This design comes from an exercise in tuning for small area, a short achievable clock period and few clock cycles per item on the open sky130 flow, not from production work. RTL that was checked went through simulation tests only; none was proved equivalent to the original. Only the layout flow was run in runs 1 to 5; the RTL was not checked for function there. No activity file was given, so power comes from the tool's default toggle rates.

## design.v

```verilog
package bspmc_pkg;
  localparam int SocW    = 24;
  localparam int CountW  = 18;
  localparam int VoltW   = 13;
  localparam int SStepW  = 16;
  localparam int CStepW  = 10;
  localparam int ModeW   = 8;
  localparam int SwW     = 7;
  localparam int OpW     = 3;
  localparam int CfgIdxW = 3;
  localparam int CfgDatW = 24;
  localparam int InDatW  = 80;
  localparam int OutDatW = 64;
  localparam logic [SocW-1:0] SOC_ONE = 24'd8388608;
  localparam logic [OpW-1:0] OP_PULSE    = 3'd0;
  localparam logic [OpW-1:0] OP_TICK     = 3'd1;
  localparam logic [OpW-1:0] OP_SET_MODE = 3'd2;
  localparam logic [OpW-1:0] OP_RESTORE  = 3'd3;
  localparam logic [OpW-1:0] OP_INIT_SOC = 3'd4;
  localparam logic [OpW-1:0] OP_ACK      = 3'd5;
  localparam logic [ModeW-1:0] MODE_DETUMBLE  = 8'd0;
  localparam logic [ModeW-1:0] MODE_CRITICAL  = 8'd1;
  localparam logic [ModeW-1:0] MODE_SURVIVAL  = 8'd2;
  localparam logic [ModeW-1:0] MODE_LOW_POWER = 8'd3;
  localparam logic [ModeW-1:0] MODE_IDLE      = 8'd4;
  localparam logic [ModeW-1:0] MODE_NORMAL    = 8'd5;
  localparam logic [ModeW-1:0] MODE_NONE      = 8'd255;
  localparam logic [CfgIdxW-1:0] REG_CRIT_TH     = 3'd0;
  localparam logic [CfgIdxW-1:0] REG_SURV_TH     = 3'd1;
  localparam logic [CfgIdxW-1:0] REG_LOWPWR_TH   = 3'd2;
  localparam logic [CfgIdxW-1:0] REG_CHARGED_MV  = 3'd3;
  localparam logic [CfgIdxW-1:0] REG_SOC_STEP    = 3'd4;
  localparam logic [CfgIdxW-1:0] REG_CHARGE_STEP = 3'd5;
  localparam logic [CfgIdxW-1:0] REG_CAPACITY    = 3'd6;
  localparam logic [SocW-1:0]   RST_CRIT_TH     = 24'd2097152;
  localparam logic [SocW-1:0]   RST_SURV_TH     = 24'd2516582;
  localparam logic [SocW-1:0]   RST_LOWPWR_TH   = 24'd3355443;
  localparam logic [VoltW-1:0]  RST_CHARGED_MV  = 13'd7100;
  localparam logic [SStepW-1:0] RST_SOC_STEP    = 16'd1526;
  localparam logic [CStepW-1:0] RST_CHARGE_STEP = 10'd25;
  localparam logic [CountW-1:0] RST_CAPACITY    = 18'd129600;
  typedef struct packed {
    logic [VoltW-1:0]  voltage_mv;
    logic              charge_dir;
    logic [ModeW-1:0]  mode_value;
    logic [15:0]       mode_primary;
    logic [15:0]       mode_redundant;
    logic [SocW-1:0]   soc_init;
    logic [OpW-1:0]    opcode;
  } in_item_t;
  function automatic logic [SwW-1:0] load_pattern(input logic [ModeW-1:0] m);
    logic [SwW-1:0] p;
    unique case (m)
      MODE_DETUMBLE:  p = 7'h03;
      MODE_CRITICAL:  p = 7'h00;
      MODE_SURVIVAL:  p = 7'h05;
      MODE_LOW_POWER: p = 7'h0F;
      MODE_IDLE:      p = 7'h0D;
      MODE_NORMAL:    p = 7'h1F;
      default:        p = 7'h00;
    endcase
    load_pattern = p;
  endfunction
endpackage
module battery_soc_power_mode_controller
(
  input  logic                clk,
  input  logic                rst,
  input  logic                s_tvalid,
  output logic                s_tready,
  input  logic [bspmc_pkg::OpW-1:0]      s_tuser,
  input  logic [bspmc_pkg::InDatW-1:0]   s_tdata,
  output logic                m_tvalid,
  input  logic                m_tready,
  output logic [bspmc_pkg::OutDatW-1:0]  m_tdata,
  input  logic                cfg_valid,
  output logic                cfg_ready,
  input  logic [bspmc_pkg::CfgIdxW-1:0]  cfg_index,
  input  logic [bspmc_pkg::CfgDatW-1:0]  cfg_data
);
  localparam int SocW   = bspmc_pkg::SocW;
  localparam int CountW = bspmc_pkg::CountW;
  localparam int ModeW  = bspmc_pkg::ModeW;
  localparam int SwW    = bspmc_pkg::SwW;
  localparam int SStepW = bspmc_pkg::SStepW;
  localparam int CStepW = bspmc_pkg::CStepW;
  logic [SocW-1:0]              crit_th;
  logic [SocW-1:0]              surv_th;
  logic [SocW-1:0]              lowpwr_th;
  logic [bspmc_pkg::VoltW-1:0]  charged_mv;
  logic [SStepW-1:0]            soc_step;
  logic [CStepW-1:0]            charge_step;
  logic [CountW-1:0]            capacity;
  logic [ModeW-1:0]  current_mode, current_mode_next;
  logic [ModeW-1:0]  applied_mode, applied_mode_next;
  logic              mode_changed, mode_changed_next;
  logic [SwW-1:0]    switch_pattern, switch_pattern_next;
  logic [SocW-1:0]   soc_est, soc_est_next;
  logic [CountW-1:0] charge_total, charge_total_next;
  logic              updated, updated_next;
  logic              accept;
  logic [2:0]                  op;
  logic                        dir;
  logic [bspmc_pkg::VoltW-1:0] volt;
  logic [ModeW-1:0]            mval;
  logic [15:0]                 prim, redu;
  logic [SocW-1:0]             sinit;
  assign op    = s_tuser;
  assign dir   = s_tdata[0];
  assign volt  = s_tdata[13:1];
  assign mval  = s_tdata[21:14];
  assign prim  = s_tdata[37:22];
  assign redu  = s_tdata[53:38];
  assign sinit = s_tdata[77:54];
  assign cfg_ready = 1'b1;
  assign s_tready  = !m_tvalid || m_tready;
  assign accept    = s_tvalid && s_tready;
  always_ff @(posedge clk) begin
    if (rst) begin
      crit_th     <= bspmc_pkg::RST_CRIT_TH;
      surv_th     <= bspmc_pkg::RST_SURV_TH;
      lowpwr_th   <= bspmc_pkg::RST_LOWPWR_TH;
      charged_mv  <= bspmc_pkg::RST_CHARGED_MV;
      soc_step    <= bspmc_pkg::RST_SOC_STEP;
      charge_step <= bspmc_pkg::RST_CHARGE_STEP;
      capacity    <= bspmc_pkg::RST_CAPACITY;
    end else if (cfg_valid) begin
      case (cfg_index)
        3'd0: crit_th     <= cfg_data;
        3'd1: surv_th     <= cfg_data;
        3'd2: lowpwr_th   <= cfg_data;
        3'd3: charged_mv  <= cfg_data[bspmc_pkg::VoltW-1:0];
        3'd4: soc_step    <= cfg_data[SStepW-1:0];
        3'd5: charge_step <= cfg_data[CStepW-1:0];
        3'd6: capacity    <= cfg_data[CountW-1:0];
        default: ;
      endcase
    end
  end
  logic [CountW:0]   count_sum;
  logic [CountW:0]   count_dif;
  logic [SocW:0]     soc_sum;
  logic [SocW:0]     soc_dif;
  logic [CountW-1:0] count_up, count_dn;
  logic [SocW-1:0]   soc_up, soc_dn;
  assign count_sum = {1'b0, charge_total} + {{(CountW+1-CStepW){1'b0}}, charge_step};
  assign count_dif = {1'b0, charge_total} - {{(CountW+1-CStepW){1'b0}}, charge_step};
  assign soc_sum   = {1'b0, soc_est} + {{(SocW+1-SStepW){1'b0}}, soc_step};
  assign soc_dif   = {1'b0, soc_est} - {{(SocW+1-SStepW){1'b0}}, soc_step};
  logic [CountW:0] csa_s, csa_c;
  logic [CountW:0] cap_n;
  logic [CountW+1:0] count_ovf;
  assign cap_n = ~{1'b0, capacity};
  assign csa_s = {1'b0, charge_total} ^ {{(CountW+1-CStepW){1'b0}}, charge_step} ^ cap_n;
  assign csa_c = ({1'b0, charge_total} & {{(CountW+1-CStepW){1'b0}}, charge_step})
               | ({1'b0, charge_total} & cap_n)
               | ({{(CountW+1-CStepW){1'b0}}, charge_step} & cap_n);
  assign count_ovf = {1'b0, csa_s} + {csa_c, 1'b0};
  assign count_up = count_ovf[CountW+1] ? capacity : count_sum[CountW-1:0];
  assign count_dn = count_dif[CountW] ? '0 : count_dif[CountW-1:0];
  logic [7:0]  soc_hi;
  logic        c16, lo_nz;
  logic        soc_ovf;
  assign soc_hi  = soc_est[SocW-1:16];
  assign c16     = soc_sum[16] ^ soc_hi[0];    
  assign lo_nz   = |soc_sum[15:0];
  assign soc_ovf = (soc_hi > 8'd128)
                 | ((soc_hi == 8'd128) & (c16 | lo_nz))
                 | ((soc_hi == 8'd127) & c16 & lo_nz);
  assign soc_up = soc_ovf ? bspmc_pkg::SOC_ONE : soc_sum[SocW-1:0];
  assign soc_dn = soc_dif[SocW] ? '0 : soc_dif[SocW-1:0];
  logic lt_crit, lt_surv, lt_low;
  logic sel_crit, sel_surv, sel_low, sel_cur;
  assign lt_crit  = soc_est < crit_th;
  assign lt_surv  = soc_est < surv_th;
  assign lt_low   = soc_est < lowpwr_th;
  assign sel_crit = lt_crit;
  assign sel_surv = !lt_crit && lt_surv;
  assign sel_low  = !lt_crit && !lt_surv && lt_low;
  assign sel_cur  = !lt_crit && !lt_surv && !lt_low;
  logic ne_crit, ne_surv, ne_low, ne_cur;
  assign ne_crit = applied_mode != bspmc_pkg::MODE_CRITICAL;
  assign ne_surv = applied_mode != bspmc_pkg::MODE_SURVIVAL;
  assign ne_low  = applied_mode != bspmc_pkg::MODE_LOW_POWER;
  assign ne_cur  = applied_mode != current_mode;
  logic             cur_has_pat;
  logic [SwW-1:0]   cur_pat;
  assign cur_has_pat = current_mode <= bspmc_pkg::MODE_NORMAL;
  assign cur_pat     = bspmc_pkg::load_pattern(current_mode);
  logic [ModeW-1:0] tick_mode;
  logic             tick_change, tick_load;
  logic [SwW-1:0]   tick_pat;
  assign tick_mode   = sel_crit ? bspmc_pkg::MODE_CRITICAL
                     : sel_surv ? bspmc_pkg::MODE_SURVIVAL
                     : sel_low  ? bspmc_pkg::MODE_LOW_POWER
                     : current_mode;
  assign tick_change = (sel_crit & ne_crit) | (sel_surv & ne_surv)
                     | (sel_low & ne_low) | (sel_cur & ne_cur);
  assign tick_load   = tick_change & (!sel_cur | cur_has_pat);
  assign tick_pat    = sel_crit ? bspmc_pkg::load_pattern(bspmc_pkg::MODE_CRITICAL)
                     : sel_surv ? bspmc_pkg::load_pattern(bspmc_pkg::MODE_SURVIVAL)
                     : sel_low  ? bspmc_pkg::load_pattern(bspmc_pkg::MODE_LOW_POWER)
                     : cur_pat;
  logic             prim_ok;
  logic [ModeW-1:0] restore_mode;
  logic             restore_ne;
  assign prim_ok      = prim == redu;
  assign restore_mode = prim_ok ? prim[ModeW-1:0] : bspmc_pkg::MODE_IDLE;
  assign restore_ne   = prim_ok ? (prim[ModeW-1:0] != applied_mode)
                                : (applied_mode != bspmc_pkg::MODE_IDLE);
  logic [SocW-1:0] init_soc;
  assign init_soc = (sinit[SocW-1] && |sinit[SocW-2:0]) ? bspmc_pkg::SOC_ONE : sinit;
  always_comb begin
    current_mode_next   = current_mode;
    applied_mode_next   = applied_mode;
    mode_changed_next   = mode_changed;
    switch_pattern_next = switch_pattern;
    soc_est_next        = soc_est;
    charge_total_next   = charge_total;
    updated_next        = 1'b0;
    case (op)
      3'd0: begin
        if (dir) begin
          charge_total_next = count_up;
          soc_est_next      = soc_up;
        end else begin
          charge_total_next = count_dn;
          soc_est_next      = (volt > charged_mv) ? bspmc_pkg::SOC_ONE : soc_dn;
        end
      end
      3'd1: begin
        current_mode_next = tick_mode;
        mode_changed_next = 1'b0;
        if (tick_change) applied_mode_next = tick_mode;
        if (tick_load) begin
          switch_pattern_next = tick_pat;
          updated_next        = 1'b1;
        end
      end
      3'd2: begin
        current_mode_next = mval;
        mode_changed_next = mval != applied_mode;
      end
      3'd3: begin
        current_mode_next = restore_mode;
        mode_changed_next = restore_ne;
      end
      3'd4: soc_est_next = init_soc;
      3'd5: begin
        applied_mode_next = current_mode;
        mode_changed_next = 1'b0;
      end
      default: ;
    endcase
  end
  always_ff @(posedge clk) begin
    if (rst) begin
      current_mode   <= bspmc_pkg::MODE_LOW_POWER;
      applied_mode   <= bspmc_pkg::MODE_NONE;
      mode_changed   <= 1'b1;
      switch_pattern <= '0;
      soc_est        <= '0;
      charge_total   <= bspmc_pkg::RST_CAPACITY;
      updated        <= 1'b0;
      m_tvalid       <= 1'b0;
    end else if (accept) begin
      current_mode   <= current_mode_next;
      applied_mode   <= applied_mode_next;
      mode_changed   <= mode_changed_next;
      switch_pattern <= switch_pattern_next;
      soc_est        <= soc_est_next;
      charge_total   <= charge_total_next;
      updated        <= updated_next;
      m_tvalid       <= 1'b1;
    end else if (m_tready) begin
      m_tvalid       <= 1'b0;
    end
  end
  assign m_tdata = {{(bspmc_pkg::OutDatW-59){1'b0}},
                    charge_total,
                    soc_est,
                    updated,
                    switch_pattern,
                    mode_changed,
                    current_mode};
endmodule
```

## run.sh

```bash
#!/bin/bash
# synth_recipe.tcl (not shown) runs the flow's synth.tcl, then flattens the netlist and writes it again
# the make line also repeats each setting of config.mk as NAME=value (left out here)
make -C /OpenROAD-flow-scripts/flow DESIGN_CONFIG=/design/flow/config.mk WORK_HOME=/design/flow/orfs CLKGATE_MAP_FILE= SYNTH_SCRIPT=/design/flow/synth_recipe.tcl finish
```

## config.mk

```make
export PLATFORM = sky130hd
export DESIGN_NAME = battery_soc_power_mode_controller
export DESIGN_NICKNAME = battery_soc_power_mode_controller
export VERILOG_FILES = /design/flow/design.v
export SDC_FILE = /design/flow/constraint.sdc
export NUM_CORES = 4
export LEC_CHECK = 0
export CAP_MARGIN = 20
export CORE_MARGIN = 2
export CORE_UTILIZATION = 40
export PLACE_DENSITY = 0.6
export SLEW_MARGIN = 20
```

## constraint.sdc

```tcl
create_clock -name core_clock -period 5.0 [get_ports {clk}]
set_input_delay 1.0000 -clock core_clock [delete_from_list [all_inputs] [get_ports {clk}]]
set_output_delay 1.0000 -clock core_clock [all_outputs]
set_load 0.01 [all_outputs]
```

==> metrics.md, run 1 <==
| Metric | Value |
|---|---|
| Grt met3 use | `3.89%` |
| Commonest non-fill, non-tap cell in the layout | `nand2_1` |
| Post-synth cell types | `78` |
| Area growth, synth to finish | `19.2%` |
| Vias in the first global route | `13.7k` |
| Root buffer cell | `clkbuf_16` |
| Hold_buf cts | `0` |
| Grt total ovfl | `0` |
| Post_cts resized | `0` |
| Die ar. | `38,400 um^2` |
| Max Cap Viol | `0` |
| Core ar. | `36,400 um^2` |
| Setup TNS | `0 ns` |
| CP Class | `flip-flop to flip-flop` |
| Routed vias/inst | `5.58` |
| Mapped Area | `14,700 um^2` |
| 1st-iter DRT viols | `a little over 1k` |
| Final hold violation count | `0` |
| CTS Buffer Depth | `2` |
| Max-slew violations | `0` |
| Reg area | `3900 um^2` |
| Post-synth EDFFs | `0` |
| Minimum clock period | `roughly 4.2 ns` |
| Final ANT Viol Nets | `0` |
| Number of diodes | `0` |
| Relative slew slack | `30.2%` |
| Power per standard cell area | `220 nW/um^2` |
| Sequential fraction of the synthesis area | `26.5%` |
| Syn Area/Cell | `about 7.6 um^2` |
| CP most frequent cell | `a2111oi_2` |
| Leak | `7.46 nW` |
| Worst Path Required | `5.36 ns` |
| Data arrival, critical path | `4.52 ns` |
| RSZ-0062 raised after global routing | `false` |
| I/O pin count | `182` |
| Drt wl/cell | `19.1 um` |
| Number of H-tree levels | `4` |
| Area of the multi-input gates | `9780 um^2` |
| Die height | `196 um` |
| Max incr delay on CP | `0.51 ns` |
| Initial antenna violation count | `0` |
| Ys flop type | `dfxtp_1` |
| Ys async rst share | `0%` |
| # fillers | `3,672` |
| Gpl congestion | `0.930` |
| All-Layer GR Usage | `25.5%` |
| Fmax | `241 MHz` |
| Post-DP HPWL | `37,700 um` |
| Crit start category | `flip-flop` |
| Post-Synthesis Cells | `1,943` |
| Latest clock arrival within the worst-skew pair | `0.46 ns` |
| # clock sinks | `195` |
| Top Usage Layer GRT | `met2` |
| Worst clock skew | `0.0165 ns` |
| Layout cell share with drive strength beyond 1 | `5.25%` |
| Largest net degree at the start of global routing | `81` |
| Number of core rows | `70` |
| Min-delay worst type | `flip-flop to flip-flop` |
| Slowest stage cell on the critical path | `nor4_1` |
| Critical path fanouts, max | `9` |
| Met2 Usage GRT | `41.0%` |
| First-pass GRT wire length | `76,300 um` |
| Clock Pin Slew Worst Setup and Hold Paths | `0.08 ns` |
| Met1 Usage GRT | `34.9%` |
| Slew @ Worst Pin | `between 1 and 1.5 ns` |
| Status | `timing/DRC/antenna clean` |
| CTS Buf Count | `17` |
| Synth Register Bits | `~200` |
| CTS tree | `yes` |
| Vias | `14.3k` |
| Final Cell Area | `17,600 um^2` |
| Cell Area, Placed | `17,000 um^2` |
| Most frequent cells in the layout | `280 x nand2_1, 223 x a21oi_1, 195 x dfxtp_1` |
| Post-CTS setup buffer count | `0` |
| Remaining DRCs | `0` |
| DRT Pass-1 Iters | `5` |
| Routed WL | `between 40,000 and 50,000 um` |
| Final setup viols | `0` |
| Final worst path period share | `83.1%` |
| Nets | `2,370` |
| Port Buffer Count | `roughly 170` |
| Synth warn | `1` |
| Total power | `0.00387 W` |
| Worst VDD drop | `approximately 0.00025 V` |
| Initial Utilization | `40.4%` |
| Crit path capture type | `flip-flop` |
| Die Width | `between 150 and 200 um` |
| Crit-path cells | `ha_1 > fa_1 > nand2b_1 > a2111oi_2 > o211a_1 > nor4b_4 > xnor2_1 > or4b_1 > nor4_1 > nand4_1 > a21oi_2 > buf_4 > a21oi_1 > a2111oi_2` |
==> stage by stage <==
stage | cells | hold slack, ns | worst slack, ns | utilization (%)
3_3_place_gp | 2533 | 0.441 | 0.912 | 46.6
6_report | 2564 | 0.455 | 0.843 | 48.2
5_1_grt | 2564 | 0.468 | 0.615 | 48.2
2_1_floorplan | 1949 | 0.436 | 1.39 | -
4_1_cts | 2564 | 0.457 | 0.877 | 48.2
3_5_place_dp | 2533 | 0.447 | 0.895 | 46.6
==> critical path, delay by kind of cell (launching register included) <==
| family | cells | cell delay [ns] |
|---|---|---|
| AOI/OAI and AO/OA | 5 | 0.94 |
| and+or+nand+nor | 5 | 1.65 |
| xor gates and xnor gates | 1 | 0.17 |
| buffers and inverters | 1 | 0.21 |
| adders and majority gates | 2 | 0.70 |
| DFF | 1 | 0.37 |
==> cells in the mapped netlist (36+ instances only) <==
master    count  area [um^2]
a211o_1      40          350
a21oi_1     223         1120
clkbuf_1     78          293
dfxtp_1     195         3900
ha_1        157         1960
inv_1       179          672
nand2_1     280         1050
nand2b_1     39          244
nor2_1      162          608
o21ai_0      61          305
xnor2_1      40          350
xor2_1       36          315
==> kinds of logic (layout without fill, tap and decap cells) <==
family,after synthesis,after routing,share of synthesized area (%)
other cells,2,8,0.0510
xor+xnor,76,76,4.52
buf+inv,279,426,7.53
mux,11,11,0.773
compound gates,550,550,24.7
flops,195,195,26.5
fa+ha+maj,171,171,15.2
simple gates,659,659,20.7
==> registers in the layout, indices dropped and copies added, names as in the netlist, 8 cells and up <==
name          cells
charged_mv       13
soc_step         16
lowpwr_th        24
applied_mode      8
capacity         18
charge_total     18
crit_th          24
current_mode      8
charge_step      10
surv_th          24
soc_est          24
==> routing by layer <==
layer | up-vias | share of wire, %
met2 | 415 | 45
li1 | 7047 | -
met4 | 0 | 2.8
met3 | 77 | 4.8
met1 | 6767 | 47
met5 | - | 0
==> final cells by class <==
cell class	instances	share of cell area, %
clock inverter	13	0.798
timing repair buffer	215	11.6
sequential	195	22.2
inverter	180	3.85
multi-input combinational	1475	55.7
tap	468	3.33
clock buffer	18	2.50
==> report_power, final <==
part	internal, W	switching [W]	total [W]
clock network	0.000717	0.000715	0.00143
registers	0.00159	0.0000397	0.00163
logic	0.000337	0.000466	0.000803
total	0.00265	0.00122	0.00387
==> path summary, 6_finish.rpt <==
kind / depth (start not counted) / from / slack [ns] / to
max: 14 / soc_est[0] / 0.84 / soc_est[11]
min: 2 / lowpwr_th[3] / 0.45 / lowpwr_th[3]
max reg2reg: 14 / soc_est[0] / 0.84 / soc_est[11]
min reg2reg: 2 / lowpwr_th[3] / 0.45 / lowpwr_th[3]
==> run 2: changes to the inputs <==
--- a/config.mk
+++ b/config.mk
@@ -11,2 +11,4 @@
 export PLACE_DENSITY = 0.6
+export SETUP_SLACK_MARGIN = 2.0
 export SLEW_MARGIN = 20
+export TNS_END_PERCENT = 100
==> run 2 against run 1 <==
Against the previous run: clock-buffer cell count decreased by 1; cell count increased by 3.4%; sequential cell count unchanged; first-iteration DRC count increased by 11%; sequential power about the same; synthesized area unchanged; die area unchanged; total power increased by 9.9%; critical path type unchanged; routed wire length increased by 5.5%; final area increased by 11%; register-to-register slack improved by 0.47 ns; sequential share of layout area decreased by 1.9 points.
==> metrics.md, run 2 <==
| Metric | Value |
|---|---|
| Status | `timing/DRC/antenna clean (unchanged)` |
| Crit start category | `flip-flop (unchanged)` |
| Port Buffer Count | `171 (unchanged)` |
| Minimum clock period | `3.69 ns (was 4.16 ns)` |
| # fillers | `3,479 (was 3,672)` |
| Die height | `196 um (unchanged)` |
| 1st-iter DRT viols | `1,120 (was 1,012)` |
| Data arrival, critical path | `4.04 ns (was 4.52 ns)` |
| Die ar. | `38,400 um^2 (unchanged)` |
| Post-synthesis adder-cell area fraction | `15.2% (unchanged)` |
| Worst Path Required | `5.35 ns (was 5.36 ns)` |
| Synth cell count leaders | `280 x nand2_1, 223 x a21oi_1, 195 x dfxtp_1 (unchanged)` |
| Worst VDD drop | `0.000262 V (was 0.000245 V)` |
| Routed vias/inst | `5.61 (was 5.58)` |
| Final hold violation count | `0 (unchanged)` |
| Post-synth cell types | `78 (unchanged)` |
| Final setup viols | `0 (unchanged)` |
| First-pass GRT wire length | `78,300 um (was 76,300 um)` |
| Remaining DRCs | `0 (unchanged)` |
| I/O pin count | `182 (unchanged)` |
| Power per standard cell area | `218 nW/um^2 (was 220 nW/um^2)` |
| Vias in the first global route | `14.1k (was 13.7k)` |
| Synth Register Bits | `195 (unchanged)` |
| Commonest non-fill, non-tap cell in the layout | `nand2_1 (unchanged)` |
| Sequential fraction of the synthesis area | `26.5% (unchanged)` |
| Drt wl/cell | `19.5 um (was 19.1 um)` |
| # clock sinks | `195 (unchanged)` |
| Syn Area/Cell | `7.58 um^2 (unchanged)` |
| Synth area leader | `dfxtp_1 (unchanged)` |
| DRT Pass-1 Iters | `6 (was 5)` |
| Post-Synthesis Cells | `1,943 (unchanged)` |
| Leak | `8.22 nW (was 7.46 nW)` |
| Critical path fanouts, max | `5 (was 9)` |
| All-Layer GR Usage | `26.0% (was 25.5%)` |
| Fmax | `271 MHz (was 241 MHz)` |
| Clock Pin Slew Worst Setup and Hold Paths | `0.09 ns (was 0.08 ns)` |
| CP Class | `flip-flop to flip-flop (unchanged)` |
| Crit path capture type | `flip-flop (unchanged)` |
| Grt total ovfl | `0 (unchanged)` |
| Routed WL | `51,600 um (was 48,900 um)` |
| Slew @ Worst Pin | `0.914 ns (was 1.04 ns)` |
| Post-synthesis mux area share | `0.773% (unchanged)` |
| Ys async rst share | `0% (unchanged)` |
| Max-slew violations | `0 (unchanged)` |
| Ys flop type | `dfxtp_1 (unchanged)` |
| Slowest stage cell on the critical path | `or4b_4 (was nor4_1)` |
| Post-synth EDFFs | `0 (unchanged)` |
| Synth warn | `1 (unchanged)` |
| Min-delay worst type | `flip-flop to flip-flop (unchanged)` |
| Largest family of logic cells by synthesized area | `compound AO/OA/AOI/OAI gates (unchanged)` |
| CTS tree | `yes (unchanged)` |
| Area growth, synth to finish | `32.5% (was 19.2%)` |
| Synth top area cells | `dfxtp_1 27%, ha_1 13%, a21oi_1 7.6% (unchanged)` |
| Post-DP HPWL | `36,400 um (was 37,700 um)` |
| Latest clock arrival within the worst-skew pair | `0.47 ns (was 0.46 ns)` |
| Crit-path cells | `ha_4 > fa_2 > nand2b_4 > a2111oi_4 > o211a_1 > nor4b_4 > xnor2_2 > or4b_4 > nor4_4 > nand4_1 > a21oi_4 > buf_6 > a21oi_2 > a2111oi_2 (was ha_1 > fa_1 > nand2b_1 > a2111oi_2 > o211a_1 > nor4b_4 > xnor2_1 > or4b_1 > nor4_1 > nand4_1 > a21oi_2 > buf_4 > a21oi_1 > a2111oi_2)` |
| Max Cap Viol | `0 (unchanged)` |
| Root buffer cell | `clkbuf_16 (unchanged)` |
| Relative slew slack | `38.9% (was 30.2%)` |
| Final worst path period share | `73.7% (was 83.1%)` |
| Simple-Gate Fraction of Synth Area | `20.7% (unchanged)` |
| Die Width | `196 um (unchanged)` |
| Worst path buffer plus inverter count | `1 (unchanged)` |
| Initial Utilization | `40.4% (unchanged)` |
| Mapped Area | `14,700 um^2 (unchanged)` |
| RSZ-0062 raised after global routing | `true (was false)` |
| Hold_ws | `0.458 ns (was 0.455 ns)` |
| Share of the synthesized area in the top cell type | `26.5% (unchanged)` |
| Count leader, synth | `nand2_1 (unchanged)` |
| Setup TNS | `0 ns (unchanged)` |
| Core ar. | `36,400 um^2 (unchanged)` |
| Number of core rows | `70 (unchanged)` |
| Initial antenna violation count | `0 (unchanged)` |
| Max incr delay on CP | `0.56 ns (was 0.51 ns)` |
| Largest net degree at the start of global routing | `85 (was 81)` |
| Post-Synth XOR/XNOR Area | `4.52% (unchanged)` |
| Worst clock skew | `0.0157 ns (was 0.0165 ns)` |
| Gpl congestion | `0.912 (was 0.930)` |
| CTS Buf Count | `17 (unchanged)` |
| Layout cell share with drive strength beyond 1 | `17.3% (was 5.25%)` |
| Most frequent cells in the layout | `275 x nand2_1, 197 x a21oi_1, 171 x inv_1 (was 280 x nand2_1, 223 x a21oi_1, 195 x dfxtp_1)` |
| CTS Buffer Depth | `2 (unchanged)` |
| Number of diodes | `0 (unchanged)` |
| Nets | `2,457 (was 2,370)` |
| Number of H-tree levels | `4 (unchanged)` |
| Post-synthesis compound-gate area fraction | `24.7% (unchanged)` |
| Final ANT Viol Nets | `0 (unchanged)` |
| Crit-path leading delay family | `simple AND/OR/NAND/NOR gates (unchanged)` |
| Vias | `14.9k (was 14.3k)` |
-- run 2: changes by cell type in the layout (fill, tap and decap cells not counted), moves of 20 or more --
| cell | previous run | this run |
|---|---|---|
| buf_4 | 44 | 97 |
| dfxtp_1 | 195 | 162 |
| a21oi_1 | 223 | 197 |
| a21oi_2 | 2 | 27 |
| buf_6 | 1 | 23 |
| o21ai_0 | 61 | 39 |
| dfxtp_2 | 0 | 20 |
-- run 2: cell families after synthesis --
| logic type | count (synthesis) |
|---|---|
| other | 2 |
| flip-flops | 195 |
| AO/OA/AOI/OAI | 550 |
| XOR/XNOR | 76 |
| multiplexers | 11 |
| AND/OR/NAND/NOR | 659 |
| buffers and inverters | 279 |
| adder cells (fa/ha/maj) | 171 |
-- run 2: report_power, final --
group / switching (W) / internal, W
Clock: 0.000778 / 0.000741
Combinational: 0.000578 / 0.000520
Sequential: 0.0000439 / 0.00159
-- run 2: what timing repair did --
item,4_1_cts,5_1_grt
pin swaps,73,77
gates cloned,3,2
gates resized for setup,147,100
buffers inserted,60,32
setup endpoints to repair,65,63
hold buffers,0,0
-- run 2: final timing paths --
kind,start,end,slack [ns],cells after the start
min,crit_th[20],crit_th[20],0.46,2
min reg2reg,crit_th[20],crit_th[20],0.46,2
max,soc_est[0],soc_est[1],1.31,14
max reg2reg,soc_est[0],soc_est[1],1.31,14
-- run 2: cell type report --
class / instances / area [um^2] / share of cell area (%)
Sequential cell: 195 / 3980 / 20.4
Tap cell: 468 / 586 / 3.00
Clock inverter: 15 / 218 / 1.12
Clock buffer: 17 / 425 / 2.18
Inverter: 180 / 683 / 3.50
Timing Repair Buffer: 302 / 2920 / 15.0
Multi-Input combinational cell: 1475 / 10700 / 54.9
-- run 2: worst reg2reg max path, cell delays in order (launching register included) --
cell	delay [ns]
dfxtp_4	0.37
ha_4	0.16
fa_2	0.37
nand2b_4	0.10
a2111oi_4	0.08
o211a_1	0.31
nor4b_4	0.37
xnor2_2	0.13
or4b_4	0.56
nor4_4	0.22
nand4_1	0.21
a21oi_4	0.27
buf_6	0.18
a21oi_2	0.07
a2111oi_2	0.20
-- run 2: routing by layer --
layer,track usage [%],wire length [um],share of wire (%),up-vias
li1,-,-,-,7231
met1,34.3,23200,45,7097
met2,43.2,24300,47,449
met3,4.38,2550,4.9,91
met4,8.14,1590,3.1,0
met5,0,0,0,-
-- run 2: metrics by stage --
stage	std cells	util, %	setup slack (ns)	cell area [um^2]	total power [W]
3_3_place_gp	2523	46.8	0.818	17000	0.00246
4_1_cts	2618	51.6	1.38	18800	0.00411
2_1_floorplan	1949	-	1.61	14900	0.00216
6_report	2652	53.6	1.31	19500	0.00425
5_1_grt	2652	53.6	1.22	19500	0.00443
3_5_place_dp	2523	46.8	0.811	17000	0.00247
==> run 3: changes to the inputs <==
==> flow/run.sh (new file) <==
#!/bin/bash
# Standard ORFS layout, except that synthesis maps with the delay-driven ABC
# script in flow/abc_speed.script and without the adder cell mapping.
set -euo pipefail
rm -rf scripts_abc
cp -r "$FLOW_HOME/scripts" scripts_abc
cp flow/abc_speed.script scripts_abc/abc_speed.script
bash standard.sh SCRIPTS_DIR="$PWD/scripts_abc" ADDER_MAP_FILE= finish > standard.log 2>&1
==> flow/abc_speed.script (new file) <==
strash
dch
map -D 2000
topo
stime -c
buffer -c
upsize -c -D 2000
dnsize -c -D 2000
==> standard.sh (new file) <==
#!/bin/bash
# synth_recipe.tcl (not shown) runs the flow's synth.tcl, then flattens the netlist and writes it again
# the make line also repeats each setting of config.mk as NAME=value (left out here)
make -C /OpenROAD-flow-scripts/flow DESIGN_CONFIG=/design/flow/config.mk WORK_HOME=/design/flow/orfs CLKGATE_MAP_FILE= SYNTH_SCRIPT=/design/flow/synth_recipe.tcl "${@:-finish}"
--- a/config.mk
+++ b/config.mk
@@ -11,4 +11,2 @@
 export PLACE_DENSITY = 0.6
-export SETUP_SLACK_MARGIN = 2.0
 export SLEW_MARGIN = 20
-export TNS_END_PERCENT = 100
removed: run.sh
==> run 3 against run 2 <==
Against the previous run: total power fell by 7.7%; still clean on timing, DRC and antenna; clock-buffer cell count rose by 2; die area fell by 9.8%; first-iteration DRC count fell by 8.5%; via count fell by 5.3%; core utilization fell by 4.9 points; register-to-register slack got worse by 0.15 ns; critical path depth rose by 1; worst hold slack improved by 0.0021 ns; combinational power fell by 25%; critical path type unchanged; critical endpoint is now soc_est[0]; sequential share of layout area rose by 4.2 points.
==> metrics.md, run 3 <==
| Metric | Value |
|---|---|
| DRT Pass-1 Iters | `5 (was 6)` |
| Post-synth EDFFs | `0 (unchanged)` |
| Leak | `6.75 nW (was 8.22 nW)` |
| Crit start category | `flip-flop (unchanged)` |
| Synth top area cells | `dfxtp_1 29%, nor2_1 9.1%, a21oi_1 8.7% (was dfxtp_1 27%, ha_1 13%, a21oi_1 7.6%)` |
| Routed vias/inst | `5.30 (was 5.61)` |
| Worst clock skew | `0.0125 ns (was 0.0157 ns)` |
| CTS tree | `yes (unchanged)` |
| Ys flop type | `dfxtp_1 (unchanged)` |
| Cell Area, Placed | `15,300 um^2 (was 17,000 um^2)` |
| Internal power | `0.00269 W (was 0.00285 W)` |
| Die height | `186 um (was 196 um)` |
| CTS Buffer Depth | `2 (unchanged)` |
| Remaining DRCs | `0 (unchanged)` |
| Area of the multi-input gates | `7990 um^2 (was 10,700 um^2)` |
| Synth cell count leaders | `322 x nor2_1, 306 x nand2_1, 232 x inv_1 (was 280 x nand2_1, 223 x a21oi_1, 195 x dfxtp_1)` |
| Crit path capture type | `flip-flop (unchanged)` |
| Worst VDD drop | `0.000257 V (was 0.000262 V)` |
| Post-route setup slack | `1.16 ns (was 1.31 ns)` |
| Drt wl/cell | `15.6 um (was 19.5 um)` |
| Commonest non-fill, non-tap cell in the layout | `nor2_1 (was nand2_1)` |
| Layout cell share with drive strength beyond 1 | `6.91% (was 17.3%)` |
| Total power | `0.00392 W (was 0.00425 W)` |
| Die Width | `186 um (was 196 um)` |
| Syn Area/Cell | `6.40 um^2 (was 7.58 um^2)` |
| Number of diodes | `0 (unchanged)` |
| Hold_buf cts | `0 (unchanged)` |
| I/O pin count | `182 (unchanged)` |
| Final ANT Viol Nets | `0 (unchanged)` |
| Die ar. | `34,600 um^2 (was 38,400 um^2)` |
| Initial antenna violation count | `0 (unchanged)` |
| Minimum clock period | `3.84 ns (was 3.69 ns)` |
| Core ar. | `32,600 um^2 (was 36,400 um^2)` |
| Port Buffer Count | `171 (unchanged)` |
| Post_cts resized | `0 (was 147)` |
| R2r setup slk | `1.16 ns (was 1.31 ns)` |
| Vias in the first global route | `13.4k (was 14.1k)` |
| Slew @ Worst Pin | `1.12 ns (was 0.914 ns)` |
| NetSw | `0.00123 W (was 0.00140 W)` |
| Share of the synthesized area in the top cell type | `29.4% (was 26.5%)` |
| All-Layer GR Usage | `24.3% (was 26.0%)` |
| Synth warn | `1 (unchanged)` |
| Synth area leader | `dfxtp_1 (unchanged)` |
| Count leader, synth | `nor2_1 (was nand2_1)` |
| Most frequent cells in the layout | `322 x nor2_1, 306 x nand2_1, 231 x inv_1 (was 275 x nand2_1, 197 x a21oi_1, 171 x inv_1)` |
| Routed WL | `41,500 um (was 51,600 um)` |
| Hold Crit Depth | `2 (unchanged)` |
| Number of H-tree levels | `4 (unchanged)` |
| Post-Synthesis Cells | `2,071 (was 1,943)` |
| RSZ-0062 raised after global routing | `false (was true)` |
| Max-slew violations | `0 (unchanged)` |
| Final Cell Area | `15,900 um^2 (was 19,500 um^2)` |
| Gpl congestion | `0.872 (was 0.912)` |
| Area growth, synth to finish | `19.6% (was 32.5%)` |
| Hold Startpoint | `lowpwr_th[0] (was crit_th[20])` |
| Clock share of power | `36.3% (was 35.7%)` |
| Relative slew slack | `25.2% (was 38.9%)` |
| Worst Path Required | `5.36 ns (was 5.35 ns)` |
| Latest clock arrival within the worst-skew pair | `0.46 ns (was 0.47 ns)` |
| Grt total ovfl | `0 (unchanged)` |
| Mapped Area | `13,300 um^2 (was 14,700 um^2)` |
| Synth Register Bits | `195 (unchanged)` |
| Setup WS pre-CTS | `0.795 ns (was 0.811 ns)` |
| Final core occ | `48.6% (was 53.6%)` |
| # clock sinks | `195 (unchanged)` |
| Sequential fraction of the synthesis area | `29.4% (was 26.5%)` |
| Sequential Power Share | `42.6% (was 38.4%)` |
| Final worst path period share | `76.7% (was 73.7%)` |
| Critical path fanouts, max | `20 (was 5)` |
| Crit Reg-Reg Startpoint | `soc_est[4] (was soc_est[0])` |
| Status | `timing/DRC/antenna clean (unchanged)` |
| CP Class | `flip-flop to flip-flop (unchanged)` |
| Data arrival, critical path | `4.19 ns (was 4.04 ns)` |
| Final setup viols | `0 (unchanged)` |
| Final hold violation count | `0 (unchanged)` |
| Reg area | `3900 um^2 (was 3980 um^2)` |
| Fmax | `261 MHz (was 271 MHz)` |
| CTS Buf Count | `17 (unchanged)` |
| Logic pwr share | `21.1% (was 25.8%)` |
| Critical Path Start | `soc_est[4] (was soc_est[0])` |
| First-pass GRT wire length | `67,100 um (was 78,300 um)` |
| Post-synth cell types | `76 (was 78)` |
| 1st-iter DRT viols | `1,025 (was 1,120)` |
| Post-DP HPWL | `31,400 um (was 36,400 um)` |
| Switching portion of total power | `31.4% (was 32.9%)` |
| Clock Pin Slew Worst Setup and Hold Paths | `0.07 ns (was 0.09 ns)` |
| Nets | `2,317 (was 2,457)` |
| Power per standard cell area | `247 nW/um^2 (was 218 nW/um^2)` |
| Largest net degree at the start of global routing | `96 (was 85)` |
| Post-CTS setup buffer count | `0 (was 60)` |
| Root buffer cell | `clkbuf_16 (unchanged)` |
| Initial Utilization | `40.7% (was 40.4%)` |
| Ys async rst share | `0% (unchanged)` |
| R2R depth | `15 (was 14)` |
| Setup TNS | `0 ns (unchanged)` |
| Number of core rows | `66 (was 70)` |
| Vias | `14.1k (was 14.9k)` |
| # fillers | `3,338 (was 3,479)` |
| Min-delay worst type | `flip-flop to flip-flop (unchanged)` |
| Max Cap Viol | `0 (unchanged)` |
[run 3: cell count changes after synthesis, moves of 26 or more]
cell / before / now
o21ai_0: 61 / 177
xor2_1: 36 / 66
a21o_1: 31 / 1
nand2b_1: 39 / 0
nor2_1: 162 / 322
nand3_1: 26 / 61
inv_1: 179 / 232
ha_1: 157 / 0
inv_2: 0 / 30
nand2_1: 280 / 306
o21ai_1: 2 / 44
a211o_1: 40 / 2
[run 3: routing by layer]
metal / track usage [%] / share of wire, %
met5: 0 / 0
met4: 7.46 / 2.0
met3: 3.50 / 5.2
met2: 41.7 / 47
met1: 31.3 / 46
[run 3: kinds of logic (layout without fill, tap and decap cells)]
logic type,Yosys count,in the layout,share of synthesized area [%]
fa+ha+maj,2,2,0.151
compound gates,615,615,27.2
other cells,2,8,0.0566
flops,195,195,29.4
xor+xnor,86,86,5.68
buf+inv,348,484,10.5
simple gates,823,823,27.0
[run 3: power groups by stage]
stage	combinational, W	clock (W)	sequential (W)
floorplan	0.000536	0	0.00169
global placement	0.000811	0	0.00170
detailed placement	0.000819	0	0.00171
CTS	0.000824	0.00145	0.00167
global route	0.000924	0.00151	0.00168
finish	0.000828	0.00143	0.00167
[run 3: area by class of cell]
class                   instances  area share, %
clock inverters                11          0.907
inverters                     266           6.33
repair buffers                188           11.6
multi-input cells            1534           50.4
clock buffers                  19           2.73
well taps                     442           3.49
flip-flops and latches        195           24.6
[run 3: worst paths after layout]
kind                                      to
worst min register to register  lowpwr_th[0]
worst max register to register    soc_est[0]
worst min-delay path            lowpwr_th[0]
worst max-delay path              soc_est[0]
[run 3: metrics by stage]
step	hold WS (ns)	instances
2_1_floorplan	0.419	2077
3_3_place_gp	0.438	2625
3_5_place_dp	0.448	2625
4_1_cts	0.463	2655
5_1_grt	0.486	2655
6_report	0.460	2655
[run 3: critical path: stages, from the launching register on]
cell      delay [ns]
dfxtp_1         0.53
inv_2           0.14
nor2_2          0.19
nor2_4          0.07
nand4_1         0.16
o21ai_2         0.11
a21oi_2         0.22
o21ai_2         0.11
xor2_1          0.17
nor4_1          0.50
nand4_1         0.21
nand4_2         0.17
nand3_2         0.36
o21ai_1         0.42
nand4_1         0.16
a221oi_2        0.24
==> run 4: changes to the inputs <==
==> flow/run.sh (replaced) <==
#!/bin/bash
# Standard ORFS layout, except that synthesis maps with the delay-driven ABC
# script in flow/abc_speed.script and without the adder cell mapping, and the
# port buffers are sky130_fd_sc_hd__buf_1.
set -euo pipefail
rm -rf scripts_abc
cp -r "$FLOW_HOME/scripts" scripts_abc
cp flow/abc_speed.script scripts_abc/abc_speed.script
bash standard.sh SCRIPTS_DIR="$PWD/scripts_abc" ADDER_MAP_FILE= BUFFER_PORTS_ARGS="-buffer_cell sky130_fd_sc_hd__buf_1" finish > standard.log 2>&1
--- a/config.mk
+++ b/config.mk
@@ -11,2 +11,4 @@
 export PLACE_DENSITY = 0.6
+export SETUP_SLACK_MARGIN = 2.0
 export SLEW_MARGIN = 20
+export TNS_END_PERCENT = 100
==> run 4 against run 3 <==
Against the previous run: critical endpoint is now soc_est[3]; routed wire length is 6.2% higher; register-to-register slack better by 0.76 ns; still clean; maximum frequency up 25%; worst hold slack got worse by 0.0021 ns; core utilization up 1.9 points; clock skew down 0.00053 ns.
==> metrics.md, run 4 <==
| Metric | Value |
|---|---|
| Relative slew slack | `36.1% (was 25.2%)` |
| Final setup viols | `0 (unchanged)` |
| Most frequent cells in the layout | `296 x nand2_1, 292 x nor2_1, 223 x inv_1 (was 322 x nor2_1, 306 x nand2_1, 231 x inv_1)` |
| Drt wl/cell | `16.1 um (was 15.6 um)` |
| Largest net degree at the start of global routing | `96 (unchanged)` |
| CTS Buffer Depth | `2 (unchanged)` |
| Synth cell count leaders | `322 x nor2_1, 306 x nand2_1, 232 x inv_1 (unchanged)` |
| Initial Utilization | `40.7% (unchanged)` |
| Nets | `2,397 (was 2,317)` |
| Gpl congestion | `0.898 (was 0.872)` |
| Clock Pin Slew Worst Setup and Hold Paths | `0.08 ns (was 0.07 ns)` |
| Mapped Area | `13,300 um^2 (unchanged)` |
| Minimum clock period | `3.08 ns (was 3.84 ns)` |
| CP Class | `flip-flop to flip-flop (unchanged)` |
| Routed vias/inst | `5.40 (was 5.30)` |
| CTS Buf Count | `17 (unchanged)` |
| Synth top area cells | `dfxtp_1 29%, nor2_1 9.1%, a21oi_1 8.7% (unchanged)` |
| Commonest non-fill, non-tap cell in the layout | `nand2_1 (was nor2_1)` |
| Worst Path Required | `5.37 ns (was 5.36 ns)` |
| Final hold violation count | `0 (unchanged)` |
| Synth Register Bits | `195 (unchanged)` |
| Post-synth EDFFs | `0 (unchanged)` |
| First-pass GRT wire length | `68,500 um (was 67,100 um)` |
| RSZ-0062 raised after global routing | `true (was false)` |
| Max Cap Viol | `0 (unchanged)` |
| CTS tree | `yes (unchanged)` |
| Port Buffer Count | `171 (unchanged)` |
| Leak | `6.97 nW (was 6.75 nW)` |
| Number of H-tree levels | `4 (unchanged)` |
| # clock sinks | `195 (unchanged)` |
| Post-Synth XOR/XNOR Area | `5.68% (unchanged)` |
| Syn Area/Cell | `6.40 um^2 (unchanged)` |
| Area of the multi-input gates | `8890 um^2 (was 7990 um^2)` |
| Hold_ws | `0.458 ns (was 0.460 ns)` |
| Initial antenna violation count | `1 (was 0)` |
| Simple-Gate Fraction of Synth Area | `27.0% (unchanged)` |
| Die ar. | `34,600 um^2 (unchanged)` |
| Final worst path period share | `61.6% (was 76.7%)` |
| Fmax | `325 MHz (was 261 MHz)` |
| Crit start category | `flip-flop (unchanged)` |
| Max-slew violations | `0 (unchanged)` |
| Crit-path cells | `inv_4 > nand2_2 > nand2_2 > nand3_4 > nand2_4 > nand2_4 > a31oi_4 > a41oi_2 > o221ai_2 > xor2_2 > nor4_2 > nand4_1 > nand4_4 > buf_12 > nand4_1 > a31o_1 > a21oi_2 (was inv_2 > nor2_2 > nor2_4 > nand4_1 > o21ai_2 > a21oi_2 > o21ai_2 > xor2_1 > nor4_1 > nand4_1 > nand4_2 > nand3_2 > o21ai_1 > nand4_1 > a221oi_2)` |
| Post-synthesis adder-cell area fraction | `0.151% (unchanged)` |
| Core ar. | `32,600 um^2 (unchanged)` |
| Number of core rows | `66 (unchanged)` |
| Largest family of logic cells by synthesized area | `compound AO/OA/AOI/OAI gates (unchanged)` |
| Root buffer cell | `clkbuf_16 (unchanged)` |
| Routed WL | `44,100 um (was 41,500 um)` |
| Ys flop type | `dfxtp_1 (unchanged)` |
| Remaining DRCs | `0 (unchanged)` |
| I/O pin count | `182 (unchanged)` |
| Critical path fanouts, max | `5 (was 20)` |
| Vias in the first global route | `13.6k (was 13.4k)` |
| Synth warn | `1 (unchanged)` |
| Max incr delay on CP | `0.37 ns (was 0.53 ns)` |
| Hold_buf cts | `0 (unchanged)` |
| Die Width | `186 um (unchanged)` |
| Post-synthesis mux area share | `0% (unchanged)` |
| Post-Synthesis Cells | `2,071 (unchanged)` |
| Post-DP HPWL | `31,000 um (was 31,400 um)` |
| Number of diodes | `0 (unchanged)` |
| Count leader, synth | `nor2_1 (unchanged)` |
| Reg area | `3970 um^2 (was 3900 um^2)` |
| Die height | `186 um (unchanged)` |
| Synth area leader | `dfxtp_1 (unchanged)` |
| Worst VDD drop | `0.000247 V (was 0.000257 V)` |
| Worst clock skew | `0.0120 ns (was 0.0125 ns)` |
| Setup TNS | `0 ns (unchanged)` |
| Power per standard cell area | `240 nW/um^2 (was 247 nW/um^2)` |
| Data arrival, critical path | `3.45 ns (was 4.19 ns)` |
| Latest clock arrival within the worst-skew pair | `0.45 ns (was 0.46 ns)` |
| Sequential fraction of the synthesis area | `29.4% (unchanged)` |
| Min-delay worst type | `flip-flop to flip-flop (unchanged)` |
| Ys async rst share | `0% (unchanged)` |
| Final ANT Viol Nets | `0 (unchanged)` |
| Slowest stage cell on the critical path | `dfxtp_4 (was dfxtp_1)` |
| Worst path buffer plus inverter count | `2 (was 1)` |
| Vias | `14.8k (was 14.1k)` |
| Post-synthesis compound-gate area fraction | `27.2% (unchanged)` |
| Grt total ovfl | `0 (unchanged)` |
| Status | `timing/DRC/antenna clean (unchanged)` |
| Layout cell share with drive strength beyond 1 | `17.5% (was 6.91%)` |
| # fillers | `3,293 (was 3,338)` |
| Area growth, synth to finish | `24.4% (was 19.6%)` |
| Post-synth cell types | `76 (unchanged)` |
| Share of the synthesized area in the top cell type | `29.4% (unchanged)` |
| Crit-path leading delay family | `simple AND/OR/NAND/NOR gates (unchanged)` |
| 1st-iter DRT viols | `1,068 (was 1,025)` |
| Crit path capture type | `flip-flop (unchanged)` |
| Slew @ Worst Pin | `0.959 ns (was 1.12 ns)` |
| DRT Pass-1 Iters | `5 (unchanged)` |
| All-Layer GR Usage | `24.7% (was 24.3%)` |
-- run 4: final timing paths --
kind	to	startpoint	cells past startpoint	slack [ns]
worst max register to register	soc_est[3]	soc_est[1]	17	1.92
worst max-delay path	soc_est[3]	soc_est[1]	17	1.92
worst min register to register	lowpwr_th[0]	lowpwr_th[0]	2	0.46
worst min-delay path	lowpwr_th[0]	lowpwr_th[0]	2	0.46
-- run 4: area by class of cell --
cell class	count	share of cell area, %
multi-input combinational	1537	53.9
tap	442	3.35
inverter	266	6.36
clock inverter	14	0.880
clock buffer	18	2.60
sequential	195	24.1
timing repair buffer	265	8.82
-- run 4: routing by layer --
layer  track usage, %  up-vias  part of all wire, %
li1                 -     7369                    -
met1             32.0     6935                   45
met2             42.8      413                   48
met3             3.54       62                  4.6
met4             6.52        2                  1.8
met5                0        -                0.025
-- run 4: cells by family after synthesis --
group | Yosys count
other cells | 2
buf+inv | 348
simple gates | 823
fa+ha+maj | 2
compound gates | 615
xor+xnor | 86
flops | 195
-- run 4: tightest hold or removal path, cell delays in order (launching register included) --
cell,delay (ns)
dfxtp_1,0.32
nand2_1,0.06
nand2_1,0.04
-- run 4: stage by stage --
| step | power [W] | instances | instance area (um^2) | util (%) | setup slack [ns] |
|---|---|---|---|---|---|
| final | 0.00396 | 2737 | 16500 | 50.6 | 1.92 |
| after CTS | 0.00388 | 2700 | 15600 | 47.9 | 1.96 |
| after global routing | 0.00416 | 2737 | 16500 | 50.6 | 1.72 |
| after global placement | 0.00243 | 2623 | 14200 | 43.6 | 1.05 |
| after floorplan | 0.00223 | 2077 | 13300 | - | 2.00 |
| after detailed placement | 0.00245 | 2623 | 14200 | 43.6 | 1.02 |
-- run 4: repair_timing --
item / 4_1_cts / 5_1_grt
setup buffers: 42 / 37
cloned: 3 / 0
pin swaps: 39 / 56
resized for setup: 123 / 145
setup endpoints to repair: 58 / 58
-- run 4: report_power, final --
| group | internal, W | switching, W |
|---|---|---|
| combinational | 0.000341 | 0.000570 |
| sequential | 0.00160 | 0.0000634 |
| clock | 0.000667 | 0.000719 |
==> run 5: changes to the inputs <==
--- a/config.mk
+++ b/config.mk
@@ -11,4 +11,2 @@
 export PLACE_DENSITY = 0.6
-export SETUP_SLACK_MARGIN = 2.0
 export SLEW_MARGIN = 20
-export TNS_END_PERCENT = 100
==> run 5 against run 4 <==
Against the previous run: register-to-register slack worse by 0.72 ns; core utilization down 5.2 points; synthesized cell count unchanged; largest cell class unchanged; combinational power down 18%; die area unchanged; final area decreased by 10%; synthesized area did not move.
==> metrics.md, run 5 <==
| Metric | Value |
|---|---|
| CP most frequent cell | `nand2_1` |
| Routed vias/inst | `5.30 (was 5.40)` |
| Post-Synthesis Cells | `2,071 (unchanged)` |
| Remaining DRCs | `0 (unchanged)` |
| Latest clock arrival within the worst-skew pair | `0.45 ns (about the same)` |
| # clock sinks | `195 (unchanged)` |
| Cell Area, Placed | `14,200 um^2 (about the same)` |
| Hold Crit Depth | `2 (unchanged)` |
| Number of core rows | `66 (unchanged)` |
| Die height | `186 um (unchanged)` |
| Commonest non-fill, non-tap cell in the layout | `nor2_1 (was nand2_1)` |
| CTS tree | `yes (unchanged)` |
| Synth warn | `1 (unchanged)` |
| Sequential fraction of the synthesis area | `29.4% (unchanged)` |
| Setup TNS | `0 ns (unchanged)` |
| First-pass GRT wire length | `65,800 um (was 68,500 um)` |
| Root buffer cell | `clkbuf_16 (unchanged)` |
| Final worst path period share | `76.1% (was 61.6%)` |
| Mapped Area | `13,300 um^2 (unchanged)` |
| Fmax | `263 MHz (was 325 MHz)` |
| Max-slew violations | `0 (unchanged)` |
| Synth Register Bits | `195 (unchanged)` |
| Die ar. | `34,600 um^2 (unchanged)` |
| Critical path fanouts, max | `11 (was 5)` |
| Final hold violation count | `0 (unchanged)` |
| Setup WS pre-CTS | `1.04 ns (was 1.02 ns)` |
| Clock share of power | `37.0% (was 34.9%)` |
| Final Cell Area | `14,800 um^2 (was 16,500 um^2)` |
| Worst hold path endpoint | `lowpwr_th[0] (unchanged)` |
| Layout cell share with drive strength beyond 1 | `7.05% (was 17.5%)` |
| R2R depth | `18 (was 17)` |
| Ys flop type | `dfxtp_1 (unchanged)` |
| Vias | `14.1k (was 14.8k)` |
| Post_cts resized | `0 (was 123)` |
| RSZ-0062 raised after global routing | `false (was true)` |
| Slowest stage cell on the critical path | `dfxtp_1 (was dfxtp_4)` |
| Crit Reg-Reg Startpoint | `soc_est[23] (was soc_est[1])` |
| Min-delay worst type | `flip-flop to flip-flop (unchanged)` |
| Power per standard cell area | `259 nW/um^2 (was 240 nW/um^2)` |
| Number of diodes | `0 (unchanged)` |
| Post-CTS setup buffer count | `0 (was 42)` |
| Crit-path cells | `inv_2 > nand2_1 > nand2_1 > nor3b_1 > o211ai_1 > clkinv_1 > nand3_1 > or3b_1 > nand3_1 > inv_1 > nand2_1 > nand2_1 > nand2_1 > nand3_4 > o21ai_2 > nor2_4 > a22oi_2 > nand2_1 (was inv_4 > nand2_2 > nand2_2 > nand3_4 > nand2_4 > nand2_4 > a31oi_4 > a41oi_2 > o221ai_2 > xor2_2 > nor4_2 > nand4_1 > nand4_4 > buf_12 > nand4_1 > a31o_1 > a21oi_2)` |
| Leak | `6.30 nW (was 6.97 nW)` |
| Clock Pin Slew Worst Setup and Hold Paths | `0.08 ns (about the same)` |
| Routed WL | `40,900 um (was 44,100 um)` |
| All-Layer GR Usage | `23.8% (was 24.7%)` |
| Initial Utilization | `40.7% (unchanged)` |
| Most frequent cells in the layout | `322 x nor2_1, 306 x nand2_1, 231 x inv_1 (was 296 x nand2_1, 292 x nor2_1, 223 x inv_1)` |
| Max Cap Viol | `0 (unchanged)` |
| Worst VDD drop | `0.000241 V (was 0.000247 V)` |
| Share of the synthesized area in the top cell type | `29.4% (unchanged)` |
| R2r setup slk | `1.20 ns (was 1.92 ns)` |
| CP Class | `flip-flop to flip-flop (unchanged)` |
| Largest net degree at the start of global routing | `96 (unchanged)` |
| Die Width | `186 um (unchanged)` |
| Syn Area/Cell | `6.40 um^2 (unchanged)` |
| Worst clock skew | `0.00962 ns (was 0.0120 ns)` |
| Hold_buf cts | `0 (unchanged)` |
| Initial antenna violation count | `2 (was 1)` |
| CTS Buffer Depth | `2 (unchanged)` |
| Post-DP HPWL | `30,900 um (was 31,000 um)` |
| CTS Buf Count | `17 (unchanged)` |
| # fillers | `3,455 (was 3,293)` |
| Relative slew slack | `21.4% (was 36.1%)` |
| 1st-iter DRT viols | `952 (was 1,068)` |
| Post-synth cell types | `76 (unchanged)` |
| Vias in the first global route | `13.0k (was 13.6k)` |
| Nets | `2,316 (was 2,397)` |
| Area growth, synth to finish | `11.6% (was 24.4%)` |
| Total power | `0.00384 W (was 0.00396 W)` |
| Sequential Power Share | `43.5% (was 42.1%)` |
| DRT Pass-1 Iters | `5 (unchanged)` |
| Minimum clock period | `3.80 ns (was 3.08 ns)` |
| Synth top area cells | `dfxtp_1 29%, nor2_1 9.1%, a21oi_1 8.7% (unchanged)` |
| Data arrival, critical path | `4.11 ns (was 3.45 ns)` |
| Synth cell count leaders | `322 x nor2_1, 306 x nand2_1, 232 x inv_1 (unchanged)` |
| Grt total ovfl | `0 (unchanged)` |
| Crit path capture type | `flip-flop (unchanged)` |
| Core ar. | `32,600 um^2 (unchanged)` |
| Number of H-tree levels | `4 (unchanged)` |
| Count leader, synth | `nor2_1 (unchanged)` |
| Logic pwr share | `19.5% (was 23.0%)` |
| I/O pin count | `182 (unchanged)` |
| Gpl congestion | `0.892 (was 0.898)` |
| Worst R2R End | `applied_mode[7] (was soc_est[3])` |
| Slew @ Worst Pin | `1.18 ns (was 0.959 ns)` |
| Final ANT Viol Nets | `0 (unchanged)` |
| Switching portion of total power | `32.3% (was 34.1%)` |
| Max incr delay on CP | `0.59 ns (was 0.37 ns)` |
| Synth area leader | `dfxtp_1 (unchanged)` |
| Crit start category | `flip-flop (unchanged)` |
| Post-synth EDFFs | `0 (unchanged)` |
| Drt wl/cell | `15.4 um (was 16.1 um)` |
| Final setup viols | `0 (unchanged)` |
| NetSw | `0.00124 W (was 0.00135 W)` |
| Ys async rst share | `0% (unchanged)` |
| Internal power | `0.00260 W (was 0.00261 W)` |
| Final core occ | `45.4% (was 50.6%)` |
| Status | `timing/DRC/antenna clean (unchanged)` |
| Post-route setup slack | `1.20 ns (was 1.92 ns)` |
| Port Buffer Count | `171 (unchanged)` |
| Hold Startpoint | `lowpwr_th[0] (unchanged)` |
| Worst Path Required | `5.31 ns (was 5.37 ns)` |
run 5: cell count changes in the layout (fill, tap and decap cells not counted), sizes merged:
cell	change
inv	-1
bufinv	+1
buf	-77
nand3	-3
clkinv	-2
clkinvlp	+1
run 5: worst max-delay path by stage:
stage / from / end / slack (ns) / cells past startpoint
2_1_floorplan: s_tuser[1] / mode_changed / 1.80 / 13
3_3_place_gp: s_tdata[3] / soc_est[17] / 1.07 / 16
3_5_place_dp: s_tdata[3] / soc_est[17] / 1.04 / 16
4_1_cts: soc_est[23] / applied_mode[7] / 1.23 / 18
5_1_grt: soc_est[23] / applied_mode[7] / 0.88 / 18
6_report: soc_est[23] / applied_mode[7] / 1.20 / 18
run 5: logic make-up (layout without fill, tap and decap cells):
logic type / Yosys count / count (layout) / share of synthesized area [%]
simple gates: 823 / 823 / 27.0
compound gates: 615 / 615 / 27.2
buf+inv: 348 / 485 / 10.5
flops: 195 / 195 / 29.4
xor+xnor: 86 / 86 / 5.68
fa+ha+maj: 2 / 2 / 0.151
other cells: 2 / 8 / 0.0566
run 5: final cells by class:
cell class                      instances  area (um^2)  share of cell area [%]
Clock inverter                         13          140                   0.946
Inverter                              266         1000                    6.79
Clock buffer                           19          453                    3.06
Timing Repair Buffer                  187          766                    5.17
Sequential cell                       195         3900                    26.4
Multi-Input combinational cell       1534         7990                    53.9
Tap cell                              442          553                    3.73
run 5: layer usage:
metal | part of all wire (%) | routed length (um) | vias up | GRT usage [%]
li1 | - | - | 7204 | -
met1 | 47 | 19200 | 6464 | 31.3
met2 | 47 | 19100 | 355 | 40.8
met3 | 4.9 | 2010 | 44 | 3.31
met4 | 1.5 | 620 | 4 | 6.14
met5 | 0.073 | 30 | - | 0
run 5: per-stage QoR:
step | cells | hold slack [ns]
final | 2656 | 0.455
after global placement | 2624 | 0.433
after global routing | 2656 | 0.466
after floorplan | 2077 | 0.419
after CTS | 2656 | 0.459
after detailed placement | 2624 | 0.440
run 5: power by group through the flow:
stage          logic (W)  registers, W  clock network [W]
6_report        0.000750       0.00167            0.00142
5_1_grt         0.000848       0.00168            0.00151
4_1_cts         0.000747       0.00167            0.00145
3_5_place_dp    0.000742       0.00170                  0
3_3_place_gp    0.000733       0.00170                  0
2_1_floorplan   0.000536       0.00169                  0
run 5: worst max-delay path: cells and delay by family, from the launching register on:
family	cells	cell delay, ns
compound gates	3	0.87
buf+inv	3	0.40
flops	1	0.59
simple gates	12	1.79
==> run 6: changes to the inputs <==
--- a/design.v
+++ b/design.v
@@ -160,11 +160,21 @@
   assign count_dn = count_dif[CountW] ? '0 : count_dif[CountW-1:0];
-  logic [7:0]  soc_hi;
-  logic        c16, lo_nz;
-  logic        soc_ovf;
-  assign soc_hi  = soc_est[SocW-1:16];
-  assign c16     = soc_sum[16] ^ soc_hi[0];    
-  assign lo_nz   = |soc_sum[15:0];
-  assign soc_ovf = (soc_hi > 8'd128)
-                 | ((soc_hi == 8'd128) & (c16 | lo_nz))
-                 | ((soc_hi == 8'd127) & c16 & lo_nz);
+  logic [SocW-1:0] ovf_s, ovf_c;
+  logic [SocW:0]   ovf_x;
+  logic            soc_ovf;
+  always_comb begin
+    for (int i = 0; i < SocW; i++) begin
+      if (i < SStepW) begin
+        ovf_s[i] = ~(soc_est[i] ^ soc_step[i]);
+        ovf_c[i] = soc_est[i] | soc_step[i];
+      end else if (i < SocW-1) begin
+        ovf_s[i] = ~soc_est[i];
+        ovf_c[i] = soc_est[i];
+      end else begin
+        ovf_s[i] = soc_est[i];
+        ovf_c[i] = 1'b0;
+      end
+    end
+  end
+  assign ovf_x   = {1'b0, ovf_s} + {ovf_c, 1'b0};
+  assign soc_ovf = ovf_x[SocW];
   assign soc_up = soc_ovf ? bspmc_pkg::SOC_ONE : soc_sum[SocW-1:0];
--- a/config.mk
+++ b/config.mk
@@ -11,2 +11,4 @@
 export PLACE_DENSITY = 0.6
+export SETUP_SLACK_MARGIN = 3.0
 export SLEW_MARGIN = 20
+export TNS_END_PERCENT = 100
==> run 6 against run 5 <==
Against the previous run: sequential share of layout area shrank 5.4 points; global-route usage grew 5.3 points; worst hold slack gained 0.0064 ns; via count up 18%; final area up 32%; critical path type unchanged; worst setup slack better by 0.80 ns; cell count rose by 10%; maximum frequency grew 27%; total power grew 18%; highest routed layer is now met4; register-to-register slack better by 0.80 ns; sequential power about the same; synthesized cell count increased by 2.2%.
==> metrics.md, run 6 <==
| Metric | Value |
|---|---|
| Status | `timing/DRC/antenna clean (unchanged)` |
| Post-DP HPWL | `34,600 um (was 30,900 um)` |
| Root buffer cell | `clkbuf_16 (unchanged)` |
| Ys flop type | `dfxtp_1 (unchanged)` |
| Sequential fraction of the synthesis area | `29.2% (was 29.4%)` |
| Critical path fanouts, max | `6 (was 11)` |
| R2r setup slk | `2.00 ns (was 1.20 ns)` |
| Die ar. | `34,900 um^2 (was 34,600 um^2)` |
| Worst path buffer plus inverter count | `3 (unchanged)` |
| Post-synth EDFFs | `0 (unchanged)` |
| 1st-iter DRT viols | `1,388 (was 952)` |
| Final setup viols | `0 (unchanged)` |
| Synth area leader | `dfxtp_1 (unchanged)` |
| Minimum clock period | `3.00 ns (was 3.80 ns)` |
| Port Buffer Count | `171 (unchanged)` |
| Ys async rst share | `0% (unchanged)` |
| Latest clock arrival within the worst-skew pair | `0.46 ns (was 0.45 ns)` |
| I/O pin count | `182 (unchanged)` |
| Worst clock skew | `0.00950 ns (was 0.00962 ns)` |
| Number of H-tree levels | `4 (unchanged)` |
| Setup TNS | `0 ns (unchanged)` |
| Layout cell share with drive strength beyond 1 | `33.1% (was 7.05%)` |
| Clock Pin Slew Worst Setup and Hold Paths | `0.08 ns (about the same)` |
| Crit start category | `flip-flop (unchanged)` |
| Core ar. | `32,700 um^2 (was 32,600 um^2)` |
| CTS Buffer Depth | `2 (unchanged)` |
| Initial antenna violation count | `0 (was 2)` |
| Critical Path Start | `soc_est[23] (unchanged)` |
| Min-delay worst type | `flip-flop to flip-flop (unchanged)` |
| Die Width | `187 um (was 186 um)` |
| Post-Synthesis Cells | `2,116 (was 2,071)` |
| Synth Register Bits | `195 (unchanged)` |
| # clock sinks | `195 (unchanged)` |
| Post-synth cell types | `68 (was 76)` |
| Crit path capture type | `flip-flop (unchanged)` |
| Fmax | `333 MHz (was 263 MHz)` |
| Mapped Area | `13,400 um^2 (was 13,300 um^2)` |
| Nets | `2,585 (was 2,316)` |
| Die height | `187 um (was 186 um)` |
| CP Class | `flip-flop to flip-flop (unchanged)` |
| Commonest non-fill, non-tap cell in the layout | `nor2_1 (unchanged)` |
| Relative slew slack | `36.1% (was 21.4%)` |
| Area growth, synth to finish | `46.7% (was 11.6%)` |
| Synth cell count leaders | `349 x nor2_1, 318 x nand2_1, 250 x inv_1 (was 322 x nor2_1, 306 x nand2_1, 232 x inv_1)` |
| Initial Utilization | `40.8% (was 40.7%)` |
| Crit Reg-Reg Startpoint | `soc_est[23] (unchanged)` |
| CP most frequent cell | `nand2_2 (was nand2_1)` |
| Slowest stage cell on the critical path | `dfxtp_4 (was dfxtp_1)` |
| Power per standard cell area | `231 nW/um^2 (was 259 nW/um^2)` |
-- run 6: cell count changes in the layout (fill, tap and decap cells not counted), moves of 51 or more --
cell     change
nor2_1      -60
buf_4      +157
nor2_4      +51
dfxtp_1     -69
buf_1       -61
buf_6       +68
-- run 6: cell families (layout without fill, tap and decap cells) --
group	count (synthesis)	in the layout	synth area share [%]
simple gates	854	854	26.7
compound gates	630	630	27.9
buf+inv	347	708	10.3
flops	195	195	29.2
xor+xnor	88	88	5.77
other cells	2	8	0.0562
-- run 6: worst min-delay path by stage --
stage	start	slack [ns]	to	cells past startpoint
3_5_place_dp	lowpwr_th[0]	0.44	lowpwr_th[0]	2
5_1_grt	charged_mv[3]	0.49	charged_mv[3]	2
2_1_floorplan	lowpwr_th[0]	0.42	lowpwr_th[0]	2
3_3_place_gp	lowpwr_th[0]	0.44	lowpwr_th[0]	2
4_1_cts	lowpwr_th[0]	0.46	lowpwr_th[0]	2
6_report	lowpwr_th[0]	0.46	lowpwr_th[0]	2
-- run 6: timing repair --
action / in CTS / in global routing
cloned: 6 / 3
resized for setup: 549 / 219
hold buffers: 0 / 0
endpoints found under the setup margin: 228 / 186
buffers inserted: 165 / 56
pin swaps: 139 / 115
-- run 6: area by class of cell --
| class | instances | area [um^2] |
|---|---|---|
| fillers | 2992 | 13100 |
| multi-input cells | 1580 | 10000 |
| flip-flops and latches | 195 | 4110 |
| repair buffers | 407 | 3110 |
| inverters | 265 | 1170 |
| well taps | 442 | 553 |
| clock buffers | 17 | 425 |
| clock inverters | 15 | 189 |
| repair inverters | 4 | 31.3 |
-- run 6: where the power goes --
| group | internal (W) | leakage, nW | switching, W |
|---|---|---|---|
| clock network | 0.000765 | 0.303 | 0.000724 |
| logic | 0.000576 | 6.36 | 0.000791 |
| registers | 0.00160 | 1.62 | 0.0000690 |
| total | 0.00294 | 8.28 | 0.00158 |
-- run 6: per-layer routing --
| layer | vias up | share of wire, % | GRT usage (%) |
|---|---|---|---|
| met4 | 0 | 4.4 | 12.4 |
| met3 | 137 | 7.5 | 4.18 |
| met2 | 711 | 45 | 46.5 |
| met5 | - | 0 | 0 |
| li1 | 7896 | - | - |
| met1 | 7800 | 43 | 39.0 |
-- run 6: stage by stage --
step	cells	instance area, um^2	setup WS [ns]	hold WS [ns]
2_1_floorplan	2122	13700	2.33	0.419
3_3_place_gp	2663	14600	1.16	0.442
3_5_place_dp	2663	14600	1.12	0.438
4_1_cts	2866	18300	2.03	0.455
5_1_grt	2925	19600	1.82	0.486
6_report	2925	19600	2.00	0.461
-- run 6: worst reg2reg max path: cells and delay by family, from the launching register on --
family,cells,cell delay (ns)
AO/OA/AOI/OAI,5,1.09
AND/OR/NAND/NOR,9,1.14
flip-flops,1,0.42
buffers and inverters,3,0.29
Testbench counts of run 6, summed over its fixed seeds: cycles 12,008, items 12,000.

[afterwards: timing with drivers on the ports]
In the flow no input, the clock included, has a driving cell. The finished layouts below were timed again as built, in two steps.
Step 1: set_driving_cell puts a clkbuf_16 on clk and a buf_2 on each other input, an assumption about the parent block.
Step 2 times the ports against the registers' clock, not the clock port: input delays grow and output delays shrink by t, the midpoint of the rising clock arrivals with the driver on.
a / b / c = no drivers / after step 1 / after step 2; a / b = the first two.
run	t, ns	setup WS [ns]
run 1	0.510	0.843 / 0.843 / 0.843
run 2	0.516	1.315 / 1.315 / 0.989
run 3	0.504	1.163 / 1.163 / 0.800
run 4	0.490	1.919 / 1.919 / 1.501
run 5	0.497	1.197 / 1.197 / 1.011
run 6	0.501	1.999 / 1.999 / 1.820
After both steps setup and hold are still met in every run listed.
